Source: an optimization exercise on an open RTL-to-GDS flow (aim: small area, a short achievable clock period and few clock cycles per item). Production flows keep margins and buffers that such runs may drop. No functional check of the RTL was part of any run shown here. Power is estimated from default activity; no workload was simulated.

File: flow/run.sh
#!/bin/bash
# The standard layout, with the port buffers made of buf_2 cells instead of the cell
# buffer_ports picks by default. Synthesis, floorplan, power grid and the rest are the
# standard flow's. make's full output goes to standard.log in this folder; ORFS writes
# each step's log under orfs/logs/.
set -euo pipefail
bash standard.sh "BUFFER_PORTS_ARGS=-buffer_cell sky130_fd_sc_hd__buf_2" finish > standard.log 2>&1
File: standard.sh
#!/bin/bash
# synth_recipe.tcl (not shown) runs the flow's synth.tcl, then flattens the netlist and writes it again
# the make line also repeats each setting of config.mk as NAME=value (left out here)
make -C /OpenROAD-flow-scripts/flow DESIGN_CONFIG=/design/flow/config.mk WORK_HOME=/design/flow/orfs CLKGATE_MAP_FILE= SYNTH_SCRIPT=/design/flow/synth_recipe.tcl "${@:-finish}"
File: constraint.sdc
create_clock -name core_clock -period 8.0 [get_ports {clock}]
set_input_delay 1.6000 -clock core_clock [delete_from_list [all_inputs] [get_ports {clock}]]
set_output_delay 1.6000 -clock core_clock [all_outputs]
set_load 0.01 [all_outputs]
File: config.mk
export PLATFORM = sky130hd
export DESIGN_NAME = exec_stage
export DESIGN_NICKNAME = exec_stage
export VERILOG_FILES = /design/flow/design.v
export SDC_FILE = /design/flow/constraint.sdc
export NUM_CORES = 4
export LEC_CHECK = 0
export CAP_MARGIN = 20
export CORE_MARGIN = 2
export CORE_UTILIZATION = 62
export CTS_CLUSTER_DIAMETER = 80
export CTS_CLUSTER_SIZE = 30
export PLACE_DENSITY = 0.7
export SETUP_SLACK_MARGIN = 4.6
export SLEW_MARGIN = 20
File: design.v
`default_nettype none
module exec_prefix_add #(
    parameter int N = 32
) (
    input  logic [N-1:0] a,
    input  logic [N-1:0] b,
    input  logic         cin,
    output logic [N-1:0] sum,
    output logic         cout
);
    logic [N-1:0] g0, p0, g, p;
    assign p0 = a ^ b;
    assign g0 = a & b;
    always_comb begin
        g    = g0;
        p    = p0;
        g[0] = g0[0] | (p0[0] & cin);
        for (int step = 1; step < N; step = step * 2) begin
            for (int i = 0; i < N; i++) begin
                if ((i / step) % 2 == 1) begin
                    if (i == step && step == 1) begin
                        g[i] = (g0[1] | (p0[1] & g0[0])) | (p0[1] & p0[0] & cin);
                        p[i] = p0[1] & p0[0];
                    end else if (i == step) begin
                        g[i] = (g0[i] | (p0[i] & g0[i-1])) | (p0[i] & p0[i-1] & g[i-2]);
                        p[i] = p0[i] & p0[i-1] & p[i-2];
                    end else begin
                        g[i] = g[i] | (p[i] & g[(i / step) * step - 1]);
                        p[i] = p[i] & p[(i / step) * step - 1];
                    end
                end
            end
        end
    end
    assign sum  = p0 ^ {g[N-2:0], cin};
    assign cout = g[N-1];
endmodule
module exec_prefix_pg #(
    parameter int N = 32
) (
    input  logic [N-1:0] g0,
    input  logic [N-1:0] p0,
    input  logic         cin,
    output logic [N-1:0] sum,
    output logic         cout
);
    logic [N-1:0] g, p;
    always_comb begin
        g    = g0;
        p    = p0;
        g[0] = g0[0] | (p0[0] & cin);
        for (int step = 1; step < N; step = step * 2) begin
            for (int i = 0; i < N; i++) begin
                if ((i / step) % 2 == 1) begin
                    g[i] = g[i] | (p[i] & g[(i / step) * step - 1]);
                    p[i] = p[i] & p[(i / step) * step - 1];
                end
            end
        end
    end
    assign sum  = p0 ^ {g[N-2:0], cin};
    assign cout = g[N-1];
endmodule
module exec_less_than #(
    parameter int N = 32
) (
    input  logic [N-1:0] a,
    input  logic [N-1:0] b,
    output logic         lt
);
    logic [N-1:0] g, p;
    always_comb begin
        g = a & ~b;
        p = a ^ ~b;
        g[0] = g[0] | p[0];    
        for (int step = 1; step < N; step = step * 2) begin
            for (int i = 2 * step - 1; i < N; i = i + 2 * step) begin
                g[i] = g[i] | (p[i] & g[i - step]);
                p[i] = p[i] & p[i - step];
            end
        end
    end
    assign lt = ~g[N-1];
endmodule
`default_nettype wire
`default_nettype none
module exec_mul_csa (
    input  logic [33:0] s_in,
    input  logic [33:0] c_in,
    input  logic [31:0] a,
    input  logic [3:0]  one,
    input  logic [3:0]  two,
    input  logic [3:0]  neg,
    input  logic [7:0]  corr_a,
    input  logic [7:0]  corr_b,
    input  logic        klast,
    output logic [41:0] sum_out,
    output logic [41:0] carry_out
);
    logic [3:0]  nneg;
    logic [32:0] row0, row1, row2, row3;
    logic [33:0] a2;
    assign a2 = {1'b0, a, 1'b0};
    always_comb begin
        nneg = ~neg;
        for (int k = 0; k < 33; k++) begin
            row0[k] = ((one[0] & a2[k+1]) | (two[0] & a2[k])) ^ neg[0];
            row1[k] = ((one[1] & a2[k+1]) | (two[1] & a2[k])) ^ neg[1];
            row2[k] = ((one[2] & a2[k+1]) | (two[2] & a2[k])) ^ neg[2];
            row3[k] = ((one[3] & a2[k+1]) | (two[3] & a2[k])) ^ neg[3];
        end
    end
    logic fs0, fc0, fs1, fc1, fs2, fc2, fs3, fc3, fs4, fc4, fs5, fc5, fs6, fc6, fs7, fc7, fs8, fc8, fs9, fc9, fs10, fc10, fs11, fc11, fs12, fc12, fs13, fc13, fs14, fc14, fs15, fc15, fs16, fc16, fs17, fc17, fs18, fc18, fs19, fc19, fs20, fc20, fs21, fc21, fs22, fc22, fs23, fc23, fs24, fc24, fs25, fc25, fs26, fc26, fs27, fc27, fs28, fc28, fs29, fc29, fs30, fc30, fs31, fc31, fs32, fc32, fs33, fc33, fs34, fc34, fs35, fc35, fs36, fc36, fs37, fc37, fs38, fc38, fs39, fc39, fs40, fc40, fs41, fc41, fs42, fc42, fs43, fc43, fs44, fc44, fs45, fc45, fs46, fc46, fs47, fc47, fs48, fc48, fs49, fc49, fs50, fc50, fs51, fc51, fs52, fc52, fs53, fc53, fs54, fc54, fs55, fc55, fs56, fc56, fs57, fc57, fs58, fc58, fs59, fc59, fs60, fc60, fs61, fc61, fs62, fc62, fs63, fc63, fs64, fc64, fs65, fc65, fs66, fc66, fs67, fc67, fs68, fc68, fs69, fc69, fs70, fc70, fs71, fc71, fs72, fc72, fs73, fc73, fs74, fc74, fs75, fc75, fs76, fc76, fs77, fc77, fs78, fc78, fs79, fc79, fs80, fc80, fs81, fc81, fs82, fc82, fs83, fc83, fs84, fc84, fs85, fc85, fs86, fc86, fs87, fc87, fs88, fc88, fs89, fc89, fs90, fc90, fs91, fc91, fs92, fc92, fs93, fc93, fs94, fc94, fs95, fc95, fs96, fc96, fs97, fc97, fs98, fc98, fs99, fc99, fs100, fc100, fs101, fc101, fs102, fc102, fs103, fc103, fs104, fc104, fs105, fc105, fs106, fc106, fs107, fc107, fs108, fc108, fs109, fc109, fs110, fc110, fs111, fc111, fs112, fc112, fs113, fc113, fs114, fc114, fs115, fc115, fs116, fc116, fs117, fc117, fs118, fc118, fs119, fc119, fs120, fc120, fs121, fc121, fs122, fc122, fs123, fc123, fs124, fc124, fs125, fc125, fs126, fc126, fs127, fc127, fs128, fc128, fs129, fc129, fs130, fc130, fs131, fc131, fs132, fc132, fs133, fc133, fs134, fc134, fs135, fc135, fs136, fc136, fs137, fc137, fs138, fc138, fs139, fc139, fs140, fc140, fs141, fc141, fs142, fc142, fs143, fc143, fs144, fc144, fs145, fc145, fs146, fc146, fs147, fc147, fs148, fc148, fs149, fc149, fs150, fc150, fs151, fc151, fs152, fc152, fs153, fc153, fs154, fc154, fs155, fc155, fs156, fc156, fs157, fc157, fs158, fc158, fs159, fc159, fs160, fc160, fs161, fc161;
    logic hs0, hc0, hs1, hc1, hs2, hc2, hs3, hc3, hs4, hc4, hs5, hc5, hs6, hc6, hs7, hc7, hs8, hc8, hs9, hc9, hs10, hc10, hs11, hc11, hs12, hc12, hs13, hc13, hs14, hc14, hs15, hc15, hs16, hc16, hs17, hc17;
    exec_fa u_fa0 (.a(s_in[0]), .b(c_in[0]), .c(nneg[0]), .s(fs0), .co(fc0));
    exec_fa u_fa1 (.a(s_in[1]), .b(c_in[1]), .c(neg[0]), .s(fs1), .co(fc1));
    exec_ha u_ha0 (.a(row0[1]), .b(fc0), .s(hs0), .c(hc0));
    exec_fa u_fa2 (.a(s_in[2]), .b(c_in[2]), .c(nneg[1]), .s(fs2), .co(fc2));
    exec_fa u_fa3 (.a(row0[2]), .b(row1[0]), .c(fc1), .s(fs3), .co(fc3));
    exec_ha u_ha1 (.a(fs2), .b(hc0), .s(hs1), .c(hc1));
    exec_fa u_fa4 (.a(s_in[3]), .b(c_in[3]), .c(neg[1]), .s(fs4), .co(fc4));
    exec_fa u_fa5 (.a(row0[3]), .b(row1[1]), .c(fc2), .s(fs5), .co(fc5));
    exec_fa u_fa6 (.a(fs4), .b(fc3), .c(fs5), .s(fs6), .co(fc6));
    exec_fa u_fa7 (.a(s_in[4]), .b(c_in[4]), .c(nneg[2]), .s(fs7), .co(fc7));
    exec_fa u_fa8 (.a(row0[4]), .b(row1[2]), .c(row2[0]), .s(fs8), .co(fc8));
    exec_fa u_fa9 (.a(fc4), .b(fs7), .c(fc5), .s(fs9), .co(fc9));
    exec_ha u_ha2 (.a(fs8), .b(fc6), .s(hs2), .c(hc2));
    exec_fa u_fa10 (.a(s_in[5]), .b(c_in[5]), .c(neg[2]), .s(fs10), .co(fc10));
    exec_fa u_fa11 (.a(row0[5]), .b(row1[3]), .c(row2[1]), .s(fs11), .co(fc11));
    exec_fa u_fa12 (.a(fc7), .b(fs10), .c(fc8), .s(fs12), .co(fc12));
    exec_fa u_fa13 (.a(fs11), .b(fc9), .c(fs12), .s(fs13), .co(fc13));
    exec_fa u_fa14 (.a(s_in[6]), .b(c_in[6]), .c(nneg[3]), .s(fs14), .co(fc14));
    exec_fa u_fa15 (.a(row0[6]), .b(row1[4]), .c(row2[2]), .s(fs15), .co(fc15));
    exec_fa u_fa16 (.a(row3[0]), .b(fc10), .c(fs14), .s(fs16), .co(fc16));
    exec_fa u_fa17 (.a(fc11), .b(fs15), .c(fs16), .s(fs17), .co(fc17));
    exec_ha u_ha3 (.a(fc12), .b(fs17), .s(hs3), .c(hc3));
    exec_fa u_fa18 (.a(s_in[7]), .b(c_in[7]), .c(neg[3]), .s(fs18), .co(fc18));
    exec_fa u_fa19 (.a(row0[7]), .b(row1[5]), .c(row2[3]), .s(fs19), .co(fc19));
    exec_fa u_fa20 (.a(row3[1]), .b(fc14), .c(fs18), .s(fs20), .co(fc20));
    exec_fa u_fa21 (.a(fc15), .b(fs19), .c(fc16), .s(fs21), .co(fc21));
    exec_fa u_fa22 (.a(fs20), .b(fs21), .c(fc17), .s(fs22), .co(fc22));
    exec_fa u_fa23 (.a(s_in[8]), .b(c_in[8]), .c(klast), .s(fs23), .co(fc23));
    exec_fa u_fa24 (.a(row0[8]), .b(row1[6]), .c(row2[4]), .s(fs24), .co(fc24));
    exec_fa u_fa25 (.a(row3[2]), .b(fc18), .c(fs23), .s(fs25), .co(fc25));
    exec_fa u_fa26 (.a(fc19), .b(fs24), .c(fc20), .s(fs26), .co(fc26));
    exec_fa u_fa27 (.a(fs25), .b(fc21), .c(fs26), .s(fs27), .co(fc27));
    exec_fa u_fa28 (.a(s_in[9]), .b(c_in[9]), .c(row0[9]), .s(fs28), .co(fc28));
    exec_fa u_fa29 (.a(row1[7]), .b(row2[5]), .c(row3[3]), .s(fs29), .co(fc29));
    exec_fa u_fa30 (.a(fc23), .b(fc24), .c(fs28), .s(fs30), .co(fc30));
    exec_fa u_fa31 (.a(fs29), .b(fc25), .c(fc26), .s(fs31), .co(fc31));
    exec_ha u_ha4 (.a(fs30), .b(fc27), .s(hs4), .c(hc4));
    exec_fa u_fa32 (.a(s_in[10]), .b(c_in[10]), .c(klast), .s(fs32), .co(fc32));
    exec_fa u_fa33 (.a(row0[10]), .b(row1[8]), .c(row2[6]), .s(fs33), .co(fc33));
    exec_fa u_fa34 (.a(row3[4]), .b(fs32), .c(fc28), .s(fs34), .co(fc34));
    exec_fa u_fa35 (.a(fc29), .b(fs33), .c(fc30), .s(fs35), .co(fc35));
    exec_fa u_fa36 (.a(fs34), .b(fc31), .c(fs35), .s(fs36), .co(fc36));
    exec_fa u_fa37 (.a(s_in[11]), .b(c_in[11]), .c(row0[11]), .s(fs37), .co(fc37));
    exec_fa u_fa38 (.a(row1[9]), .b(row2[7]), .c(row3[5]), .s(fs38), .co(fc38));
    exec_fa u_fa39 (.a(fc32), .b(fc33), .c(fs37), .s(fs39), .co(fc39));
    exec_fa u_fa40 (.a(fs38), .b(fc34), .c(fs39), .s(fs40), .co(fc40));
    exec_ha u_ha5 (.a(fc35), .b(fs40), .s(hs5), .c(hc5));
    exec_fa u_fa41 (.a(s_in[12]), .b(c_in[12]), .c(klast), .s(fs41), .co(fc41));
    exec_fa u_fa42 (.a(row0[12]), .b(row1[10]), .c(row2[8]), .s(fs42), .co(fc42));
    exec_fa u_fa43 (.a(row3[6]), .b(fs41), .c(fc37), .s(fs43), .co(fc43));
    exec_fa u_fa44 (.a(fc38), .b(fs42), .c(fc39), .s(fs44), .co(fc44));
    exec_fa u_fa45 (.a(fs43), .b(fc40), .c(fs44), .s(fs45), .co(fc45));
    exec_fa u_fa46 (.a(s_in[13]), .b(c_in[13]), .c(row0[13]), .s(fs46), .co(fc46));
    exec_fa u_fa47 (.a(row1[11]), .b(row2[9]), .c(row3[7]), .s(fs47), .co(fc47));
    exec_fa u_fa48 (.a(fc41), .b(fc42), .c(fs46), .s(fs48), .co(fc48));
    exec_fa u_fa49 (.a(fs47), .b(fc43), .c(fs48), .s(fs49), .co(fc49));
    exec_ha u_ha6 (.a(fc44), .b(fs49), .s(hs6), .c(hc6));
    exec_fa u_fa50 (.a(s_in[14]), .b(c_in[14]), .c(klast), .s(fs50), .co(fc50));
    exec_fa u_fa51 (.a(row0[14]), .b(row1[12]), .c(row2[10]), .s(fs51), .co(fc51));
    exec_fa u_fa52 (.a(row3[8]), .b(fs50), .c(fc46), .s(fs52), .co(fc52));
    exec_fa u_fa53 (.a(fc47), .b(fs51), .c(fc48), .s(fs53), .co(fc53));
    exec_fa u_fa54 (.a(fs52), .b(fc49), .c(fs53), .s(fs54), .co(fc54));
    exec_fa u_fa55 (.a(s_in[15]), .b(c_in[15]), .c(row0[15]), .s(fs55), .co(fc55));
    exec_fa u_fa56 (.a(row1[13]), .b(row2[11]), .c(row3[9]), .s(fs56), .co(fc56));
    exec_fa u_fa57 (.a(fc50), .b(fc51), .c(fs55), .s(fs57), .co(fc57));
    exec_fa u_fa58 (.a(fs56), .b(fc52), .c(fs57), .s(fs58), .co(fc58));
    exec_ha u_ha7 (.a(fc53), .b(fs58), .s(hs7), .c(hc7));
    exec_fa u_fa59 (.a(s_in[16]), .b(c_in[16]), .c(klast), .s(fs59), .co(fc59));
    exec_fa u_fa60 (.a(row0[16]), .b(row1[14]), .c(row2[12]), .s(fs60), .co(fc60));
    exec_fa u_fa61 (.a(row3[10]), .b(fs59), .c(fc55), .s(fs61), .co(fc61));
    exec_fa u_fa62 (.a(fc56), .b(fs60), .c(fc57), .s(fs62), .co(fc62));
    exec_fa u_fa63 (.a(fs61), .b(fc58), .c(fs62), .s(fs63), .co(fc63));
    exec_fa u_fa64 (.a(s_in[17]), .b(c_in[17]), .c(row0[17]), .s(fs64), .co(fc64));
    exec_fa u_fa65 (.a(row1[15]), .b(row2[13]), .c(row3[11]), .s(fs65), .co(fc65));
    exec_fa u_fa66 (.a(fc59), .b(fc60), .c(fs64), .s(fs66), .co(fc66));
    exec_fa u_fa67 (.a(fs65), .b(fc61), .c(fs66), .s(fs67), .co(fc67));
    exec_ha u_ha8 (.a(fc62), .b(fs67), .s(hs8), .c(hc8));
    exec_fa u_fa68 (.a(s_in[18]), .b(c_in[18]), .c(klast), .s(fs68), .co(fc68));
    exec_fa u_fa69 (.a(row0[18]), .b(row1[16]), .c(row2[14]), .s(fs69), .co(fc69));
    exec_fa u_fa70 (.a(row3[12]), .b(fs68), .c(fc64), .s(fs70), .co(fc70));
    exec_fa u_fa71 (.a(fc65), .b(fs69), .c(fc66), .s(fs71), .co(fc71));
    exec_fa u_fa72 (.a(fs70), .b(fc67), .c(fs71), .s(fs72), .co(fc72));
    exec_fa u_fa73 (.a(s_in[19]), .b(c_in[19]), .c(row0[19]), .s(fs73), .co(fc73));
    exec_fa u_fa74 (.a(row1[17]), .b(row2[15]), .c(row3[13]), .s(fs74), .co(fc74));
    exec_fa u_fa75 (.a(fc68), .b(fc69), .c(fs73), .s(fs75), .co(fc75));
    exec_fa u_fa76 (.a(fs74), .b(fc70), .c(fs75), .s(fs76), .co(fc76));
    exec_ha u_ha9 (.a(fc71), .b(fs76), .s(hs9), .c(hc9));
    exec_fa u_fa77 (.a(s_in[20]), .b(c_in[20]), .c(klast), .s(fs77), .co(fc77));
    exec_fa u_fa78 (.a(row0[20]), .b(row1[18]), .c(row2[16]), .s(fs78), .co(fc78));
    exec_fa u_fa79 (.a(row3[14]), .b(fs77), .c(fc73), .s(fs79), .co(fc79));
    exec_fa u_fa80 (.a(fc74), .b(fs78), .c(fc75), .s(fs80), .co(fc80));
    exec_fa u_fa81 (.a(fs79), .b(fc76), .c(fs80), .s(fs81), .co(fc81));
    exec_fa u_fa82 (.a(s_in[21]), .b(c_in[21]), .c(row0[21]), .s(fs82), .co(fc82));
    exec_fa u_fa83 (.a(row1[19]), .b(row2[17]), .c(row3[15]), .s(fs83), .co(fc83));
    exec_fa u_fa84 (.a(fc77), .b(fc78), .c(fs82), .s(fs84), .co(fc84));
    exec_fa u_fa85 (.a(fs83), .b(fc79), .c(fs84), .s(fs85), .co(fc85));
    exec_ha u_ha10 (.a(fc80), .b(fs85), .s(hs10), .c(hc10));
    exec_fa u_fa86 (.a(s_in[22]), .b(c_in[22]), .c(klast), .s(fs86), .co(fc86));
    exec_fa u_fa87 (.a(row0[22]), .b(row1[20]), .c(row2[18]), .s(fs87), .co(fc87));
    exec_fa u_fa88 (.a(row3[16]), .b(fs86), .c(fc82), .s(fs88), .co(fc88));
    exec_fa u_fa89 (.a(fc83), .b(fs87), .c(fc84), .s(fs89), .co(fc89));
    exec_fa u_fa90 (.a(fs88), .b(fc85), .c(fs89), .s(fs90), .co(fc90));
    exec_fa u_fa91 (.a(s_in[23]), .b(c_in[23]), .c(row0[23]), .s(fs91), .co(fc91));
    exec_fa u_fa92 (.a(row1[21]), .b(row2[19]), .c(row3[17]), .s(fs92), .co(fc92));
    exec_fa u_fa93 (.a(fc86), .b(fc87), .c(fs91), .s(fs93), .co(fc93));
    exec_fa u_fa94 (.a(fs92), .b(fc88), .c(fs93), .s(fs94), .co(fc94));
    exec_ha u_ha11 (.a(fc89), .b(fs94), .s(hs11), .c(hc11));
    exec_fa u_fa95 (.a(s_in[24]), .b(c_in[24]), .c(klast), .s(fs95), .co(fc95));
    exec_fa u_fa96 (.a(row0[24]), .b(row1[22]), .c(row2[20]), .s(fs96), .co(fc96));
    exec_fa u_fa97 (.a(row3[18]), .b(fs95), .c(fc91), .s(fs97), .co(fc97));
    exec_fa u_fa98 (.a(fc92), .b(fs96), .c(fc93), .s(fs98), .co(fc98));
    exec_fa u_fa99 (.a(fs97), .b(fc94), .c(fs98), .s(fs99), .co(fc99));
    exec_fa u_fa100 (.a(s_in[25]), .b(c_in[25]), .c(row0[25]), .s(fs100), .co(fc100));
    exec_fa u_fa101 (.a(row1[23]), .b(row2[21]), .c(row3[19]), .s(fs101), .co(fc101));
    exec_fa u_fa102 (.a(fc95), .b(fc96), .c(fs100), .s(fs102), .co(fc102));
    exec_fa u_fa103 (.a(fs101), .b(fc97), .c(fs102), .s(fs103), .co(fc103));
    exec_ha u_ha12 (.a(fc98), .b(fs103), .s(hs12), .c(hc12));
    exec_fa u_fa104 (.a(s_in[26]), .b(c_in[26]), .c(klast), .s(fs104), .co(fc104));
    exec_fa u_fa105 (.a(row0[26]), .b(row1[24]), .c(row2[22]), .s(fs105), .co(fc105));
    exec_fa u_fa106 (.a(row3[20]), .b(fs104), .c(fc100), .s(fs106), .co(fc106));
    exec_fa u_fa107 (.a(fc101), .b(fs105), .c(fc102), .s(fs107), .co(fc107));
    exec_fa u_fa108 (.a(fs106), .b(fc103), .c(fs107), .s(fs108), .co(fc108));
    exec_fa u_fa109 (.a(s_in[27]), .b(c_in[27]), .c(row0[27]), .s(fs109), .co(fc109));
    exec_fa u_fa110 (.a(row1[25]), .b(row2[23]), .c(row3[21]), .s(fs110), .co(fc110));
    exec_fa u_fa111 (.a(fc104), .b(fc105), .c(fs109), .s(fs111), .co(fc111));
    exec_fa u_fa112 (.a(fs110), .b(fc106), .c(fs111), .s(fs112), .co(fc112));
    exec_ha u_ha13 (.a(fc107), .b(fs112), .s(hs13), .c(hc13));
    exec_fa u_fa113 (.a(s_in[28]), .b(c_in[28]), .c(klast), .s(fs113), .co(fc113));
    exec_fa u_fa114 (.a(row0[28]), .b(row1[26]), .c(row2[24]), .s(fs114), .co(fc114));
    exec_fa u_fa115 (.a(row3[22]), .b(fs113), .c(fc109), .s(fs115), .co(fc115));
    exec_fa u_fa116 (.a(fc110), .b(fs114), .c(fc111), .s(fs116), .co(fc116));
    exec_fa u_fa117 (.a(fs115), .b(fc112), .c(fs116), .s(fs117), .co(fc117));
    exec_fa u_fa118 (.a(s_in[29]), .b(c_in[29]), .c(row0[29]), .s(fs118), .co(fc118));
    exec_fa u_fa119 (.a(row1[27]), .b(row2[25]), .c(row3[23]), .s(fs119), .co(fc119));
    exec_fa u_fa120 (.a(fc113), .b(fc114), .c(fs118), .s(fs120), .co(fc120));
    exec_fa u_fa121 (.a(fs119), .b(fc115), .c(fs120), .s(fs121), .co(fc121));
    exec_ha u_ha14 (.a(fc116), .b(fs121), .s(hs14), .c(hc14));
    exec_fa u_fa122 (.a(s_in[30]), .b(c_in[30]), .c(klast), .s(fs122), .co(fc122));
    exec_fa u_fa123 (.a(row0[30]), .b(row1[28]), .c(row2[26]), .s(fs123), .co(fc123));
    exec_fa u_fa124 (.a(row3[24]), .b(fs122), .c(fc118), .s(fs124), .co(fc124));
    exec_fa u_fa125 (.a(fc119), .b(fs123), .c(fc120), .s(fs125), .co(fc125));
    exec_fa u_fa126 (.a(fs124), .b(fc121), .c(fs125), .s(fs126), .co(fc126));
    exec_fa u_fa127 (.a(s_in[31]), .b(c_in[31]), .c(row0[31]), .s(fs127), .co(fc127));
    exec_fa u_fa128 (.a(row1[29]), .b(row2[27]), .c(row3[25]), .s(fs128), .co(fc128));
    exec_fa u_fa129 (.a(fc122), .b(fc123), .c(fs127), .s(fs129), .co(fc129));
    exec_fa u_fa130 (.a(fs128), .b(fc124), .c(fs129), .s(fs130), .co(fc130));
    exec_ha u_ha15 (.a(fc125), .b(fs130), .s(hs15), .c(hc15));
    exec_fa u_fa131 (.a(s_in[32]), .b(c_in[32]), .c(corr_a[0]), .s(fs131), .co(fc131));
    exec_fa u_fa132 (.a(corr_b[0]), .b(klast), .c(row0[32]), .s(fs132), .co(fc132));
    exec_fa u_fa133 (.a(row1[30]), .b(row2[28]), .c(row3[26]), .s(fs133), .co(fc133));
    exec_fa u_fa134 (.a(fs131), .b(fc127), .c(fc128), .s(fs134), .co(fc134));
    exec_fa u_fa135 (.a(fs132), .b(fs133), .c(fc129), .s(fs135), .co(fc135));
    exec_fa u_fa136 (.a(fs134), .b(fc130), .c(fs135), .s(fs136), .co(fc136));
    exec_fa u_fa137 (.a(s_in[33]), .b(c_in[33]), .c(nneg[0]), .s(fs137), .co(fc137));
    exec_fa u_fa138 (.a(corr_a[1]), .b(corr_b[1]), .c(row1[31]), .s(fs138), .co(fc138));
    exec_fa u_fa139 (.a(row2[29]), .b(row3[27]), .c(fs137), .s(fs139), .co(fc139));
    exec_fa u_fa140 (.a(fc131), .b(fc132), .c(fc133), .s(fs140), .co(fc140));
    exec_fa u_fa141 (.a(fs138), .b(fs139), .c(fc134), .s(fs141), .co(fc141));
    exec_fa u_fa142 (.a(fs140), .b(fc135), .c(fs141), .s(fs142), .co(fc142));
    exec_fa u_fa143 (.a(corr_a[2]), .b(corr_b[2]), .c(klast), .s(fs143), .co(fc143));
    exec_fa u_fa144 (.a(row1[32]), .b(row2[30]), .c(row3[28]), .s(fs144), .co(fc144));
    exec_fa u_fa145 (.a(fc137), .b(fs143), .c(fc138), .s(fs145), .co(fc145));
    exec_fa u_fa146 (.a(fs144), .b(fc139), .c(fc140), .s(fs146), .co(fc146));
    exec_fa u_fa147 (.a(fs145), .b(fc141), .c(fs146), .s(fs147), .co(fc147));
    exec_fa u_fa148 (.a(nneg[1]), .b(corr_a[3]), .c(corr_b[3]), .s(fs148), .co(fc148));
    exec_fa u_fa149 (.a(row2[31]), .b(row3[29]), .c(fc143), .s(fs149), .co(fc149));
    exec_fa u_fa150 (.a(fs148), .b(fc144), .c(fs149), .s(fs150), .co(fc150));
    exec_fa u_fa151 (.a(fc145), .b(fc146), .c(fs150), .s(fs151), .co(fc151));
    exec_fa u_fa152 (.a(corr_a[4]), .b(corr_b[4]), .c(klast), .s(fs152), .co(fc152));
    exec_fa u_fa153 (.a(row2[32]), .b(row3[30]), .c(fc148), .s(fs153), .co(fc153));
    exec_fa u_fa154 (.a(fs152), .b(fc149), .c(fs153), .s(fs154), .co(fc154));
    exec_ha u_ha16 (.a(fc150), .b(fs154), .s(hs16), .c(hc16));
    exec_fa u_fa155 (.a(nneg[2]), .b(corr_a[5]), .c(corr_b[5]), .s(fs155), .co(fc155));
    exec_fa u_fa156 (.a(row3[31]), .b(fc152), .c(fs155), .s(fs156), .co(fc156));
    exec_fa u_fa157 (.a(fc153), .b(fs156), .c(fc154), .s(fs157), .co(fc157));
    exec_fa u_fa158 (.a(corr_a[6]), .b(corr_b[6]), .c(klast), .s(fs158), .co(fc158));
    exec_fa u_fa159 (.a(row3[32]), .b(fc155), .c(fs158), .s(fs159), .co(fc159));
    exec_ha u_ha17 (.a(fc156), .b(fs159), .s(hs17), .c(hc17));
    exec_fa u_fa160 (.a(nneg[3]), .b(corr_a[7]), .c(corr_b[7]), .s(fs160), .co(fc160));
    exec_fa u_fa161 (.a(fc158), .b(fs160), .c(fc159), .s(fs161), .co(fc161));
    assign sum_out[0] = row0[0];
    assign carry_out[0] = fs0;
    assign sum_out[1] = fs1;
    assign carry_out[1] = hs0;
    assign sum_out[2] = fs3;
    assign carry_out[2] = hs1;
    assign sum_out[3] = hc1;
    assign carry_out[3] = fs6;
    assign sum_out[4] = fs9;
    assign carry_out[4] = hs2;
    assign sum_out[5] = hc2;
    assign carry_out[5] = fs13;
    assign sum_out[6] = fc13;
    assign carry_out[6] = hs3;
    assign sum_out[7] = hc3;
    assign carry_out[7] = fs22;
    assign sum_out[8] = fc22;
    assign carry_out[8] = fs27;
    assign sum_out[9] = fs31;
    assign carry_out[9] = hs4;
    assign sum_out[10] = hc4;
    assign carry_out[10] = fs36;
    assign sum_out[11] = hs5;
    assign carry_out[11] = fc36;
    assign sum_out[12] = hc5;
    assign carry_out[12] = fs45;
    assign sum_out[13] = hs6;
    assign carry_out[13] = fc45;
    assign sum_out[14] = hc6;
    assign carry_out[14] = fs54;
    assign sum_out[15] = hs7;
    assign carry_out[15] = fc54;
    assign sum_out[16] = hc7;
    assign carry_out[16] = fs63;
    assign sum_out[17] = hs8;
    assign carry_out[17] = fc63;
    assign sum_out[18] = hc8;
    assign carry_out[18] = fs72;
    assign sum_out[19] = hs9;
    assign carry_out[19] = fc72;
    assign sum_out[20] = hc9;
    assign carry_out[20] = fs81;
    assign sum_out[21] = hs10;
    assign carry_out[21] = fc81;
    assign sum_out[22] = hc10;
    assign carry_out[22] = fs90;
    assign sum_out[23] = hs11;
    assign carry_out[23] = fc90;
    assign sum_out[24] = hc11;
    assign carry_out[24] = fs99;
    assign sum_out[25] = hs12;
    assign carry_out[25] = fc99;
    assign sum_out[26] = hc12;
    assign carry_out[26] = fs108;
    assign sum_out[27] = hs13;
    assign carry_out[27] = fc108;
    assign sum_out[28] = hc13;
    assign carry_out[28] = fs117;
    assign sum_out[29] = hs14;
    assign carry_out[29] = fc117;
    assign sum_out[30] = hc14;
    assign carry_out[30] = fs126;
    assign sum_out[31] = hs15;
    assign carry_out[31] = fc126;
    assign sum_out[32] = hc15;
    assign carry_out[32] = fs136;
    assign sum_out[33] = fs142;
    assign carry_out[33] = fc136;
    assign sum_out[34] = fc142;
    assign carry_out[34] = fs147;
    assign sum_out[35] = fc147;
    assign carry_out[35] = fs151;
    assign sum_out[36] = hs16;
    assign carry_out[36] = fc151;
    assign sum_out[37] = hc16;
    assign carry_out[37] = fs157;
    assign sum_out[38] = hs17;
    assign carry_out[38] = fc157;
    assign sum_out[39] = hc17;
    assign carry_out[39] = fs161;
    assign sum_out[40] = fc160;
    assign carry_out[40] = fc161;
    assign sum_out[41] = 1'b0;
    assign carry_out[41] = 1'b0;
endmodule
module exec_fa (input logic a, input logic b, input logic c, output logic s, output logic co);
    assign s  = a ^ b ^ c;
    assign co = (a & b) | (a & c) | (b & c);
endmodule
module exec_ha (input logic a, input logic b, output logic s, output logic c);
    assign s = a ^ b;
    assign c = a & b;
endmodule
`default_nettype wire
`default_nettype none
module exec_stage (
    input  logic        clock,
    input  logic        reset,
    input  logic        issue_valid,
    input  logic [1:0]  issue_fu,
    input  logic [3:0]  issue_func,
    input  logic [1:0]  opa_select,
    input  logic [2:0]  opb_select,
    input  logic [31:0] inst,
    input  logic [31:0] pc,
    input  logic [31:0] rs1_value,
    input  logic [31:0] rs2_value,
    input  logic [4:0]  issue_tag,
    input  logic        complete_credit,
    output logic [2:0]  fu_free,
    output logic        complete_valid,
    output logic [1:0]  complete_fu,
    output logic [4:0]  complete_tag,
    output logic [31:0] complete_result,
    output logic        complete_take
);
    localparam logic [3:0] ALU_ADD = 4'd0, ALU_SUB = 4'd1, ALU_AND = 4'd2, ALU_OR = 4'd3,
                           ALU_XOR = 4'd4, ALU_SLT = 4'd5, ALU_SLTU = 4'd6, ALU_SLL = 4'd7,
                           ALU_SRL = 4'd8, ALU_SRA = 4'd9;
    localparam logic [3:0] MUL = 4'd10, MULH = 4'd11, MULHSU = 4'd12;
    localparam logic [6:0] OPCODE_JAL  = 7'b1101111;
    localparam logic [6:0] OPCODE_JALR = 7'b1100111;
    logic [31:0] opa, opb;
    logic [29:0] pc_inc;
    always_comb begin
        logic [29:0] c;
        c = pc[31:2];
        for (int step = 1; step < 30; step = step * 2) begin
            for (int i = 0; i < 30; i++) begin
                if ((i / step) % 2 == 1) c[i] = c[i] & c[(i / step) * step - 1];
            end
        end
        pc_inc = pc[31:2] ^ {c[28:0], 1'b1};
    end
    always_comb begin
        case (opa_select)
            2'd0:    opa = rs1_value;
            2'd1:    opa = {pc_inc, pc[1:0]};
            2'd2:    opa = pc;
            default: opa = '0;
        endcase
    end
    always_comb begin
        case (opb_select)
            3'd0:    opb = rs2_value;
            3'd1:    opb = {{20{inst[31]}}, inst[31:20]};
            3'd2:    opb = {{20{inst[31]}}, inst[31:25], inst[11:7]};
            3'd3:    opb = {{19{inst[31]}}, inst[31], inst[7], inst[30:25], inst[11:8], 1'b0};
            3'd4:    opb = {inst[31:12], 12'b0};
            3'd5:    opb = {{11{inst[31]}}, inst[31], inst[19:12], inst[20], inst[30:21], 1'b0};
            default: opb = '0;
        endcase
    end
    logic in_eq_lo, in_eq_hi, in_lt_lo, in_lt_hi, in_jal, in_jalr;
    exec_less_than #(.N(16)) u_lt_lo (.a(rs1_value[15:0]), .b(rs2_value[15:0]), .lt(in_lt_lo));
    exec_less_than #(.N(16)) u_lt_hi (.a(rs1_value[31:16]), .b(rs2_value[31:16]), .lt(in_lt_hi));
    assign in_eq_lo = (rs1_value[15:0] == rs2_value[15:0]);
    assign in_eq_hi = (rs1_value[31:16] == rs2_value[31:16]);
    assign in_jal   = (inst[6:0] == OPCODE_JAL);
    assign in_jalr  = (inst[6:0] == OPCODE_JALR);
    localparam int S_SUM = 0, S_AND = 1, S_OR = 2, S_XOR = 3, S_SLT = 4, S_SLTU = 5,
                   S_SL = 6, S_SR = 7;
    logic        in_sub;
    logic [7:0]  in_sel;
    assign in_sub = !issue_fu[1] &&
                    (issue_func == ALU_SUB || issue_func == ALU_SLT || issue_func == ALU_SLTU);
    always_comb begin
        in_sel = '0;
        if (issue_fu[1]) begin
            in_sel[S_SUM] = 1'b1;
        end else begin
            case (issue_func)
                ALU_ADD, ALU_SUB: in_sel[S_SUM]  = 1'b1;
                ALU_AND:          in_sel[S_AND]  = 1'b1;
                ALU_OR:           in_sel[S_OR]   = 1'b1;
                ALU_XOR:          in_sel[S_XOR]  = 1'b1;
                ALU_SLT:          in_sel[S_SLT]  = 1'b1;
                ALU_SLTU:         in_sel[S_SLTU] = 1'b1;
                ALU_SLL:          in_sel[S_SL]   = 1'b1;
                default:          in_sel[S_SR]   = 1'b1;
            endcase
        end
    end
    logic        x_v, x_br, x_jump, x_clr0, x_sub, x_shl, x_sra;
    logic        x_eq_lo, x_eq_hi, x_lt_lo, x_lt_hi, x_s1, x_s2;
    logic [2:0]  x_f3;
    logic [7:0]  x_sel;
    logic [4:0]  x_tag;
    logic        x_a31;
    logic [31:0] x_p, x_g;
    logic [4:0]  x_sh;
    logic [31:0] in_bx;
    assign in_bx = (in_sel[S_SL] || in_sel[S_SR]) ? 32'b0 : opb ^ {32{in_sub}};
    always_ff @(posedge clock) begin
        if (reset) x_v <= 1'b0;
        else       x_v <= issue_valid && (issue_fu != 2'd1);
    end
    always_ff @(posedge clock) begin
        x_br   <= issue_fu[1];
        x_sel  <= in_sel;
        x_sub  <= in_sub;
        x_shl  <= (issue_func == ALU_SLL);
        x_sra  <= (issue_func == ALU_SRA);
        x_tag  <= issue_tag;
        x_a31  <= opa[31];
        x_p    <= opa ^ in_bx;
        x_g    <= opa & in_bx;
        x_sh   <= opb[4:0];
        x_jump  <= in_jal | in_jalr;
        x_f3    <= inst[14:12];
        x_eq_lo <= in_eq_lo;
        x_eq_hi <= in_eq_hi;
        x_lt_lo <= in_lt_lo;
        x_lt_hi <= in_lt_hi;
        x_s1    <= rs1_value[31];
        x_s2    <= rs2_value[31];
        x_clr0 <= issue_fu[1] & in_jalr;
    end
    logic x_beq, x_bltu, x_blt, x_cond, x_take;
    assign x_beq  = x_eq_hi & x_eq_lo;
    assign x_bltu = x_lt_hi | (x_eq_hi & x_lt_lo);
    assign x_blt  = (x_s1 ^ x_s2) ? x_s1 : x_bltu;
    always_comb begin
        case (x_f3)
            3'b000:  x_cond = x_beq;
            3'b001:  x_cond = ~x_beq;
            3'b100:  x_cond = x_blt;
            3'b101:  x_cond = ~x_blt;
            3'b110:  x_cond = x_bltu;
            3'b111:  x_cond = ~x_bltu;
            default: x_cond = 1'b0;
        endcase
    end
    assign x_take = x_jump | x_cond;
    logic [31:0] x_sum;
    logic        x_cout, x_ltu, x_lt;
    logic [31:0] sh_rot, sh_mask, sh_mask_l, sh_out;
    logic [31:0] x_res;
    exec_prefix_pg #(.N(32)) u_add (
        .g0(x_g), .p0(x_p), .cin(x_sub), .sum(x_sum), .cout(x_cout)
    );
    assign x_ltu = ~x_cout;
    assign x_lt  = ~x_p[31] ? x_a31 : x_ltu;
    logic [4:0] x_rot;
    assign x_rot = x_shl ? 5'd0 - x_sh : x_sh;
    always_comb begin
        sh_rot = x_p;
        for (int k = 0; k < 5; k++) begin
            if (x_rot[k]) sh_rot = 32'({sh_rot, sh_rot} >> (1 << k));
        end
    end
    always_comb begin
        for (int i = 0; i < 32; i++) sh_mask_l[i] = ({27'b0, x_sh} <= i);
        for (int i = 0; i < 32; i++) sh_mask[i] = x_shl ? sh_mask_l[i] : sh_mask_l[31-i];
    end
    assign sh_out = (sh_rot & sh_mask) | ({32{x_sra & x_a31}} & ~sh_mask);
    assign x_res = ({32{x_sel[S_SUM]}} & {x_sum[31:1], x_sum[0] & ~x_clr0})
                 | ({32{x_sel[S_AND]}} & x_g)
                 | ({32{x_sel[S_OR]}}  & (x_g | x_p))
                 | ({32{x_sel[S_XOR]}} & x_p)
                 | {31'b0, (x_sel[S_SLT] & x_lt) | (x_sel[S_SLTU] & x_ltu)}
                 | ({32{x_sel[S_SL] | x_sel[S_SR]}} & sh_out);
    logic        pa_v, pb_v, r_v;
    logic        m_busy;
    logic [3:0]  m_ph;       
    logic [1:0]  credits;
    logic        has_credit;
    logic        m_last, m_first;
    logic        grant_x, grant_pa, grant_pb, grant_mul, granted;
    function automatic logic [3:0] arbitrate(input logic credit, input logic mul_first,
                                             input logic pa, input logic pb, input logic x,
                                             input logic mul);
        arbitrate = 4'b0000;
        if (credit) begin
            if (mul_first)  arbitrate = 4'b0001;    
            else if (pa)    arbitrate = 4'b0100;
            else if (pb)    arbitrate = 4'b0010;
            else if (x)     arbitrate = 4'b1000;
            else if (mul)   arbitrate = 4'b0001;
        end
    endfunction
    logic x_v_n, pa_v_n, pb_v_n, r_v_n, m_busy_n, m_first_n, has_credit_n;
    logic m_free, m_step;
    logic park_a, park_b;
    logic [1:0] credits_next;
    assign x_v_n        = issue_valid && (issue_fu != 2'd1);
    assign pa_v_n       = park_a || (pa_v && !grant_pa);
    assign pb_v_n       = park_b || (pb_v && !grant_pb);
    assign r_v_n        = m_last || (r_v && !grant_mul);
    assign m_busy_n     = m_free ? (issue_valid && (issue_fu == 2'd1)) : m_busy;
    assign m_first_n    = m_free || (m_first && !m_step);
    assign has_credit_n = (credits_next != 2'd0);
    always_ff @(posedge clock) begin
        if (reset) begin
            {grant_x, grant_pa, grant_pb, grant_mul} <= 4'b0000;
        end else begin
            {grant_x, grant_pa, grant_pb, grant_mul} <=
                arbitrate(has_credit_n, r_v_n && m_busy_n && m_first_n, pa_v_n, pb_v_n, x_v_n,
                          r_v_n);
        end
    end
    assign granted = grant_x | grant_pa | grant_pb | grant_mul;
    assign fu_free = {(grant_x & x_br) | grant_pb, m_last, (grant_x & ~x_br) | grant_pa};
    logic [31:0] pa_res, pb_res;
    logic [4:0]  pa_tag, pb_tag;
    logic        pb_take;
    assign park_a = x_v && !x_br && !grant_x;
    assign park_b = x_v &&  x_br && !grant_x;
    always_ff @(posedge clock) begin
        if (reset) begin
            pa_v <= 1'b0;
            pb_v <= 1'b0;
        end else begin
            if (park_a)        pa_v <= 1'b1;
            else if (grant_pa) pa_v <= 1'b0;
            if (park_b)        pb_v <= 1'b1;
            else if (grant_pb) pb_v <= 1'b0;
        end
    end
    always_ff @(posedge clock) begin
        if (park_a) begin
            pa_res <= x_res;
            pa_tag <= x_tag;
        end
        if (park_b) begin
            pb_res  <= x_res;
            pb_tag  <= x_tag;
            pb_take <= x_take;
        end
    end
    logic [31:0] m_a, m_b;
    logic        m_a32, m_uext;
    logic [3:0]  m_one, m_two, m_neg;
    logic [33:0] m_s, m_c;
    logic        m_ci;
    logic [7:0]  m_ls, m_lc;
    logic        m_hi, m_short;
    logic [4:0]  m_tag;
    logic        r_hi, r_short;
    logic [7:0]  r_b0;
    logic [4:0]  r_tag;
    logic [31:0] mh_res;
    logic        in_asgn, in_bsgn, in_a32, in_uext;
    assign in_asgn = (issue_func == MUL) || (issue_func == MULH) || (issue_func == MULHSU);
    assign in_bsgn = (issue_func == MUL) || (issue_func == MULH);
    assign in_a32  = in_asgn & opa[31];
    assign in_uext = ~in_bsgn & opb[31];
    logic        in_short;
    assign in_short = (opb[31:15] == 17'h00000) || (in_bsgn && (opb[31:15] == 17'h1FFFF));
    assign m_free = !m_busy || m_last;
    assign m_step = m_busy && (!m_first || !r_v || grant_mul);
    logic [7:0]  m_corr_a, m_corr_b;
    logic [33:0] m_s_in, m_c_in;
    logic [41:0] m_sum, m_carry;
    logic [7:0]  m_low;
    logic        m_cout;
    assign m_corr_a = {8{m_uext}} & (({8{m_ph[0]}} & m_a[7:0])   | ({8{m_ph[1]}} & m_a[15:8])
                                   | ({8{m_ph[2]}} & m_a[23:16]) | ({8{m_ph[3]}} & m_a[31:24]));
    assign m_corr_b = {8{m_a32}} & ~m_b[7:0];
    assign m_s_in   = m_first ? 34'h0AAAAAAAB : m_s;
    assign m_c_in   = m_first ? {1'b0, m_a32, 32'b0} : m_c;
    exec_mul_csa u_csa (
        .s_in(m_s_in), .c_in(m_c_in), .a(m_a), .one(m_one), .two(m_two), .neg(m_neg),
        .corr_a(m_corr_a), .corr_b(m_corr_b), .klast(m_last),
        .sum_out(m_sum), .carry_out(m_carry)
    );
    assign {m_cout, m_low} = {1'b0, m_ls} + {1'b0, m_lc} + {8'b0, m_ci};
    function automatic logic [11:0] booth(input logic [8:0] b9);
        logic [3:0] one, two, neg;
        for (int i = 0; i < 4; i++) begin
            one[i] = b9[2*i+1] ^ b9[2*i];
            two[i] = (b9[2*i+2] & ~b9[2*i+1] & ~b9[2*i]) | (~b9[2*i+2] & b9[2*i+1] & b9[2*i]);
            neg[i] = b9[2*i+2];
        end
        booth = {one, two, neg};
    endfunction
    logic [11:0] in_booth, m_next_booth;
    assign in_booth     = booth({opb[7:0], 1'b0});
    assign m_next_booth = booth(m_b[15:7]);
    always_ff @(posedge clock) begin
        if (reset) begin
            m_busy <= 1'b0;
            m_last <= 1'b0;
            r_v    <= 1'b0;
        end else begin
            if (m_free) begin
                m_busy <= issue_valid && (issue_fu == 2'd1);
                m_last <= 1'b0;
            end else if (m_step) begin
                m_last <= m_short ? m_ph[0] : m_ph[2];
            end
            if (m_last)         r_v <= 1'b1;
            else if (grant_mul) r_v <= 1'b0;
        end
    end
    always_ff @(posedge clock) begin
        if (m_free) begin
            m_ph    <= 4'b0001;
            m_first <= 1'b1;
            m_a     <= opa;
            m_b     <= opb;
            m_a32   <= in_a32;
            m_uext  <= in_uext;
            {m_one, m_two, m_neg} <= in_booth;
            m_hi    <= (issue_func != MUL);
            m_short <= in_short;
            m_tag   <= issue_tag;
        end else if (m_step) begin
            m_ph    <= {m_ph[2:0], 1'b0};
            m_first <= 1'b0;
            m_b     <= {m_low, m_b[31:8]};
            {m_one, m_two, m_neg} <= m_next_booth;
        end
    end
    always_ff @(posedge clock) begin
        if (m_step) begin
            m_ls <= m_sum[7:0];
            m_lc <= m_carry[7:0];
            m_ci <= !m_first && m_cout;
            m_c  <= m_carry[41:8];
            if (m_last && !m_hi && !m_short) m_s <= {10'b0, m_low, m_b[31:16]};
            else                             m_s <= m_sum[41:8];
        end
        if (m_last) begin
            r_hi    <= m_hi;
            r_short <= m_short;
            r_b0    <= m_low;
            r_tag   <= m_tag;
        end
    end
    logic [39:0] mh_sum;
    exec_prefix_add #(.N(40)) u_mh_add (
        .a({m_s[31:0], m_ls}), .b({m_c[31:0], m_lc}), .cin(m_ci), .sum(mh_sum), .cout()
    );
    always_comb begin
        case ({r_short, r_hi})
            2'b00:   mh_res = {mh_sum[7:0], m_s[23:0]};
            2'b01:   mh_res = mh_sum[39:8];
            2'b10:   mh_res = {mh_sum[23:0], r_b0};
            default: mh_res = {{16{mh_sum[39]}}, mh_sum[39:24]};
        endcase
    end
    assign credits_next = credits + {1'b0, complete_credit} - {1'b0, granted};
    always_ff @(posedge clock) begin
        if (reset) begin
            credits        <= 2'd2;
            has_credit     <= 1'b1;
            complete_valid <= 1'b0;
        end else begin
            credits        <= credits_next;
            has_credit     <= (credits_next != 2'd0);
            complete_valid <= granted;
        end
    end
    always_ff @(posedge clock) begin
        complete_fu     <= grant_x ? {x_br, 1'b0} : grant_pa ? 2'd0 : grant_pb ? 2'd2 : 2'd1;
        complete_tag    <= grant_x ? x_tag : grant_pa ? pa_tag : grant_pb ? pb_tag : r_tag;
        complete_take   <= grant_x ? (x_br & x_take) : grant_pb & pb_take;
        complete_result <= ({32{grant_x}}   & x_res)
                         | ({32{grant_pa}}  & pa_res)
                         | ({32{grant_pb}}  & pb_res)
                         | ({32{grant_mul}} & mh_res);
    end
endmodule
`default_nettype wire
==> metrics.md, run 1 <==
| Metric | Value |
|---|---|
| Final Hold Viols | 0 |
| Dominant synthesized flop cell | edfxtp_1 |
| Commonest cells post-synth | edfxtp_1 (254), nand2_1 (239), inv_1 (232), nor2_1 (216), clkbuf_1 (188) |
| Outcome | timing/DRC/antenna clean |
| H-Tree Level Count | 1 |
| First-pass GRT wire length | 171000 microns |
| Synth Cell Area | between 0.03 and 0.04 sq mm |
| Die area | about 0.052 sq mm |
| Most numerous cell in the Yosys netlist | edfxtp_1 |
| CTS buffer count | 23 |
| Met3 Usage GRT | 0.178 |
| Initial Util | 0.630 |
| Post-synth cell types | 88 |
| Initial DRT Pass Iterations | 12 |
| DRC viols | 0 |
| Yosys warns | 5 |
| Die Wd | between 200 and 250 microns |
| Worst min-delay path class | register to register |
| Yosys reg bits | 409 |
| Total grt overflow | 0 |
| 1st-iter DRT viols | around 5400 |
| Clk_skew | 29.4 ps |
| Pleak | 0.0148 uW |
| Clk latency of the worst-skew pair | 600 ps |
| Row cnt | slightly above 80 |
| Area contributors post-synth | edfxtp_1 (25%), fa_1 (10%), dfxtp_1 (10%) |
| Cells after Synth | 3191 |
| Avg WL per Cell | 30.2 microns |
| Max VDD drop | 0.247 mV |
| Max-cap violations | 0 |
| ANT nets after route | 0 |
| All-Layer GR Usage | 0.453 |
| Via density | 7.15 |
| Core Region | 0.0492 sq mm |
| DPL Wire Length | about 87000 microns |
| Crit. End Element | register |
| Post-synth EDFFs | between 200 and 300 |
| Final Core Density | 0.739 |
| DR vias | 29100 |
| CP arrival | 4300 ps |
| Avg Inst Size Synth | 9.71 sq um |
| Die Ht | 228 microns |
| Share of cells above drive strength 1 | 0.218 |
| RePlAce Congestion | 1.06 |
| Period utilization | 0.485 |
| CTS tree | yes |
| Hold_ws | 430 ps |
| Critical path type | register to register |
| Routed WL | 123000 microns |
| Clock slew at reported path FFs | 110 ps |
| PD cells | 269 mW/mm^2 |
| Vias in the first global route | 26800 |
| Area share of the largest cell type after synthesis | 0.246 |
| Post-synth ARST share | 0 |
| Area grow syn2layout | 17.3% |
| Post-layout nets | 3833 |
| Sink Count | 409 |
| Clock Tree Root | clkbuf_16 |
| Layer with the highest usage | met2 |
| RSZ-0062 raised after global routing | yes |
| Worst Tran Pin Value | 1180 ps |
| Synth area leader | edfxtp_1 |
| Initial antenna violation count | 13 |
| Minimum clock period | 3880 ps |
| M1 GR Usage | 0.580 |
| Sequential fraction of the synthesis area | 0.346 |
| Largest net degree at the start of global routing | 100 |
| Worst setup SP type | register |
| Setup TNS | 0 ps |
| Crit path max fanout | 8 |
| Final Max Slew Viols | 0 |
| I/O Buffers | around 190 |
| Slew headroom | 0.206 |
| Synthesized Nets | 3641 |
| Final setup vio count | 0 |
| Worst Path Required | 8420 ps |
| Hold_buf cts | 0 |
| # IOs | 192 |
| Max Fclk | between 200 and 300 MHz |
| Bufs on Longest Clock Path | 3 |
| GRT met2 Usage | 0.661 |
[flip-flops by register name, indices dropped and copies added (netlist names), 8 cells and up]
signal,count
complete_result,32
m_a,32
m_b,32
m_c,33
m_lc,8
m_ls,8
m_s,33
pa_res,32
pb_res,32
r_b0,8
x_g,32
x_p,32
x_sel,8
[stage by stage]
stage	instances	worst slack, ps	area, sq um	power (uW)
6_report	4068	4120	36300	9780
5_1_grt	4065	4130	36300	10100
3_3_place_gp	3859	3340	32300	7220
4_1_cts	3987	4250	34800	9080
2_1_floorplan	3191	4250	31100	5820
3_5_place_dp	3862	3360	32400	7390
[worst paths after layout]
| check | from | to | slack [ps] | cells past startpoint |
|---|---|---|---|---|
| max | x_sh[0] | complete_result[14] | 4120 | 13 |
| min | m_tag[0] | r_tag[0] | 430 | 0 |
| max reg2reg | x_sh[0] | complete_result[14] | 4120 | 13 |
| min reg2reg | m_tag[0] | r_tag[0] | 430 | 0 |
[layout make-up]
type | instances | area (sq um)
clock inverters | 14 | 240
diodes | 5 | 12.5
fillers | 3250 | 12800
inverters | 238 | 945
repair buffers | 393 | 3010
well taps | 664 | 831
clock buffers | 27 | 591
multi-input cells | 2316 | 19900
flip-flops and latches | 409 | 10800
repair inverters | 2 | 16.3
[cells in the final DEF (no fill, tap or decap), drive strengths merged, types with 19 or more instances in the layout]
cell type,Yosys,final
or3,21,21
xnor2,182,182
inv,235,235
a21oi,178,178
nor2,216,216
a222oi,37,37
o31ai,26,26
ha,143,143
mux4,35,35
nor2b,46,46
fa,159,159
nand2,240,240
a211oi,22,22
buf,41,388
o21ai,184,184
a21o,51,51
a22oi,171,171
o21a,19,19
xor2,37,37
nand4,19,19
clkbuf,188,30
mux2i,104,105
nor3,43,43
and2,22,22
nand3,41,41
a31oi,23,23
dfxtp,155,155
a22o,22,22
edfxtp,254,254
or2,26,26
nand2b,44,44
[worst max-delay path: stages, from the launching register on]
cell	delay, ps
dfxtp_4	420
inv_12	40
ha_4	210
mux2i_4	220
buf_12	150
buf_16	160
mux2i_4	320
mux4_2	340
mux2i_4	80
mux2_4	270
o211ai_1	230
nand4b_1	280
a222oi_1	750
o31ai_1	230
[logic make-up after synthesis]
| logic type | after synthesis | share of synthesized area |
|---|---|---|
| simple gates | 775 | 0.118 |
| mux | 155 | 0.0653 |
| xor+xnor | 219 | 0.0619 |
| buf+inv | 467 | 0.0583 |
| flops | 409 | 0.346 |
| compound gates | 864 | 0.189 |
| fa+ha+maj | 302 | 0.161 |
[timing repair]
item / 4_1_cts / 5_1_grt
resized for setup: 169 / 175
buffers inserted: 75 / 72
gates cloned: 9 / 3
setup endpoints to repair: 222 / 113
pin swaps: 46 / 87
[per-layer routing]
metal / share of wire / wire length (microns)
met1: 0.34 / 42100
met3: 0.16 / 19500
met2: 0.42 / 51000
met5: 0.0027 / 336
met4: 0.081 / 9960
[report_power, final]
| group | internal, uW | total (uW) | switching (uW) |
|---|---|---|---|
| combinational | 2090 | 5170 | 3080 |
| sequential | 2750 | 3170 | 428 |
| clock | 596 | 1430 | 838 |
==> run 2, diff against run 1 <==
--- a/config.mk
+++ b/config.mk
@@ -8,8 +8,8 @@
 export CAP_MARGIN = 20
 export CORE_MARGIN = 2
-export CORE_UTILIZATION = 62
+export CORE_UTILIZATION = 55
 export CTS_CLUSTER_DIAMETER = 80
 export CTS_CLUSTER_SIZE = 30
-export PLACE_DENSITY = 0.7
+export PLACE_DENSITY = 0.65
 export SETUP_SLACK_MARGIN = 4.6
 export SLEW_MARGIN = 20
==> metrics.md, run 2 <==
| Metric | Value |
|---|---|
| Vias in the first global route | 25600 (-4.3%) |
| Pleak | 0.0144 uW (-2.8%) |
| Yosys warns | 5 (unchanged) |
| 1st-iter DRT viols | 4065 (-25%) |
| Initial Util | 0.559 (-0.0712) |
| Largest net degree at the start of global routing | 95 (-5.0%) |
| Commonest cells post-synth | edfxtp_1 (254), nand2_1 (239), inv_1 (232), nor2_1 (216), clkbuf_1 (188) |
| PD cells | 262 mW/mm^2 (-2.8%) |
| Max Fclk | 269 MHz (+4.2%) |
| Area share of the largest cell type after synthesis | 0.246 (unchanged) |
| Commonest non-fill, non-tap cells in the layout | edfxtp_1 (254), nand2_1 (234), inv_1 (225) |
| Final Max Slew Viols | 0 (unchanged) |
| Via density | 6.70 (-6.3%) |
| Initial antenna violation count | 6 (-7) |
| Sequential fraction of the synthesis area | 0.346 (unchanged) |
| Synthesized Nets | 3641 (unchanged) |
| CP arrival | 4210 ps (-90 ps) |
| I/O Buffers | 191 (unchanged) |
| Die Wd | 241 microns (+6.1%) |
| CTS buffer count | 24 (+4.3%) |
| Share of cells above drive strength 1 | 0.188 (-0.0308) |
| Final Hold Viols | 0 (unchanged) |
| RSZ-0062 raised after global routing | yes |
| Final Core Density | 0.639 (-0.101) |
| Most common cell after layout, fill and taps aside | edfxtp_1 |
| Core Region | 0.0554 sq mm (+13%) |
| Row cnt | 86 (+6.2%) |
| Bufs on Longest Clock Path | 3 (unchanged) |
| DRC viols | 0 (unchanged) |
| # IOs | 192 (unchanged) |
| Total grt overflow | 0 (unchanged) |
| Sink Count | 409 (unchanged) |
| Worst path cell trace | ha_4 -> or2_4 -> ha_4 -> o211ai_1 -> a21o_1 -> a211o_1 -> nand2_2 -> ha_4 -> nor2_4 -> xnor2_1 -> a222oi_1 -> o311ai_2 -> a222oi_1 -> o31ai_1 |
| Final setup vio count | 0 (unchanged) |
| Kind of cell adding the most delay to the critical path | compound AO/OA/AOI/OAI gates |
| Depth of the worst register-to-register path | 14 (+1) |
| First-pass GRT wire length | 169000 microns (-1.1%) |
| Largest registers | m_c x33, m_s x33 |
| Initial DRT Pass Iterations | 8 (-4) |
| ANT nets after route | 0 (unchanged) |
| Crit. End Element | register |
| Yosys reg bits | 409 (unchanged) |
| Area grow syn2layout | 14.2% |
| Avg Inst Size Synth | 9.71 sq um (unchanged) |
| Clk latency of the worst-skew pair | 610 ps (about the same) |
| WHS Path Cells | 0 (unchanged) |
| Most used cell, CP | ha_4 |
| DPL Wire Length | 90200 microns (+3.6%) |
| Clk_skew | 45.6 ps (+16.2 ps) |
| Max VDD drop | 0.278 mV (+13%) |
| Slew headroom | 0.120 (-0.0854) |
| Most numerous cell in the Yosys netlist | edfxtp_1 |
| Largest stage delay on the critical path | 780 ps (+30 ps) |
| Hold_buf cts | 0 (unchanged) |
| Die area | 0.0582 sq mm (+12%) |
| DR vias | 27400 (-5.8%) |
| Die Ht | 241 microns (+6.1%) |
| CP Buf/Inv Count | 0 (-3) |
| Clock slew at reported path FFs | 100 ps (about the same) |
| Worst setup SP type | register |
| Cells after Synth | 3191 (unchanged) |
| Dominant synthesized flop cell | edfxtp_1 |
| Period utilization | 0.465 (-0.0195) |
| Post-synth cell types | 88 (unchanged) |
| Synth Cell Area | 0.0310 sq mm (unchanged) |
| Clock Tree Root | clkbuf_16 |
| Max-cap violations | 0 (unchanged) |
| Post-synth ARST share | 0 (unchanged) |
| Synth area leader | edfxtp_1 |
| Critical path type | register to register |
| Crit path max fanout | 3 (-5) |
| Outcome | timing/DRC/antenna clean |
| CTS tree | yes |
| Area contributors post-synth | edfxtp_1 (25%), fa_1 (10%), dfxtp_1 (10%) |
| Minimum clock period | 3720 ps (-156 ps) |
| RePlAce Congestion | 1.04 (-2.0%) |
| Worst Tran Pin Value | 1310 ps (+127 ps) |
| Worst Path Required | 8490 ps (+70 ps) |
| Setup TNS | 0 ps (unchanged) |
| Post-layout nets | 3765 (-1.8%) |
| Worst slack, placed | 3400 ps (+41.7 ps) |
| Critical Path Stages | 14 (+1) |
| Slowest CP cell | a222oi_1 |
| Fillers | 4464 (+37%) |
| Routed WL | 119000 microns (-3.6%) |
| Post-synth EDFFs | 254 (unchanged) |
| H-Tree Level Count | 1 (unchanged) |
| Avg WL per Cell | 29.0 microns (-4.0%) |
| All-Layer GR Usage | 0.400 (-0.0533) |
| Worst min-delay path class | register to register |
| Worst setup margin | 4280 ps (+156 ps) |
-- run 2: layer usage --
layer / part of all wire / vias up / GRT usage
li1: - / 11700 / -
met1: 0.38 / 13300 / 0.539
met2: 0.43 / 1969 / 0.602
met3: 0.13 / 322 / 0.106
met4: 0.058 / 4 / 0.186
met5: 0.00020 / - / 0
-- run 2: path summary, 6_finish.rpt --
kind	startpoint	endpoint	slack, ps
max	x_p[0]	complete_result[17]	4280
min	m_tag[1]	r_tag[1]	410
max reg2reg	x_p[0]	complete_result[17]	4280
min reg2reg	m_tag[1]	r_tag[1]	410
-- run 2: what timing repair did --
action	in CTS	in global routing
setup buffers	43	41
setup endpoints to repair	234	115
cloned	4	6
gates resized for setup	143	105
pin swaps	29	43
-- run 2: area by class of cell --
class                           count  area [sq um]  share of cell area
Multi-Input combinational cell   2317         19500               0.551
Sequential cell                   409         10800               0.304
Timing Repair Buffer              323          2290              0.0647
Inverter                          238           952              0.0269
Tap cell                          748           936              0.0264
Clock buffer                       29           651              0.0184
Clock inverter                     15           256             0.00725
Timing Repair inverter              2          18.8            0.000530
Antenna cell                        5          12.5            0.000354
-- run 2: power breakdown --
part	switching (uW)	total [uW]	internal, uW
clock network	854	1510	655
logic	2700	4560	1860
registers	444	3190	2750
-- run 2: cells by family after synthesis --
| group | Yosys count | share of synthesized area |
|---|---|---|
| simple gates | 775 | 0.118 |
| mux | 155 | 0.0653 |
| fa+ha+maj | 302 | 0.161 |
| xor+xnor | 219 | 0.0619 |
| buf+inv | 467 | 0.0583 |
| flops | 409 | 0.346 |
| compound gates | 864 | 0.189 |
-- run 2: per-stage QoR --
| step | hold WS [ps] | power (uW) | instances | instance area [sq um] |
|---|---|---|---|---|
| final | 413 | 9260 | 4086 | 35400 |
| after global routing | 427 | 9750 | 4081 | 35400 |
| after CTS | 414 | 9000 | 4034 | 34400 |
| after detailed placement | 405 | 7340 | 3943 | 32400 |
| after global placement | 403 | 7210 | 3943 | 32400 |
| after floorplan | 400 | 5820 | 3191 | 31100 |
-- run 2: worst reg2reg max path, stage by stage, from the launching register on --
cell and delay (ps):
dfxtp_4 370, ha_4 150, or2_4 240, ha_4 160, o211ai_1 220, a21o_1 180, a211o_1 220, nand2_2 110
ha_4 200, nor2_4 80, xnor2_1 60, a222oi_1 780, o311ai_2 350, a222oi_1 400, o31ai_1 120

[what the ideal ports hide]
In the flow no input, the clock included, has a driving cell. The finished layouts below were timed again as built, in two steps.
Step 1: set_driving_cell puts a clkbuf_16 on clock and a buf_2 on each other input, an assumption about the parent block.
Step 2 also shifts input and output timing later by t, the mid clock arrival at the registers, as if the neighbouring blocks saw the same clock.
a / b / c = no drivers / after step 1 / after step 2; a / b = the first two.
| run | t (ns) | slack for setup (ns) | worst data-port slew with drivers (ns) | cell pins on the clock port's net |
|---|---|---|---|---|
| run 1 | 0.648 | 4.120 / 4.120 / 3.937 | 0.05 | 1 |
| run 2 | 0.652 | 4.276 / 4.276 / 3.890 | 0.13 | 1 |
After both steps every run listed still meets setup and hold. For run 2, which loses most, drivers alone change the setup slack by 0.000 ns; drivers and shift together by -0.386 ns.
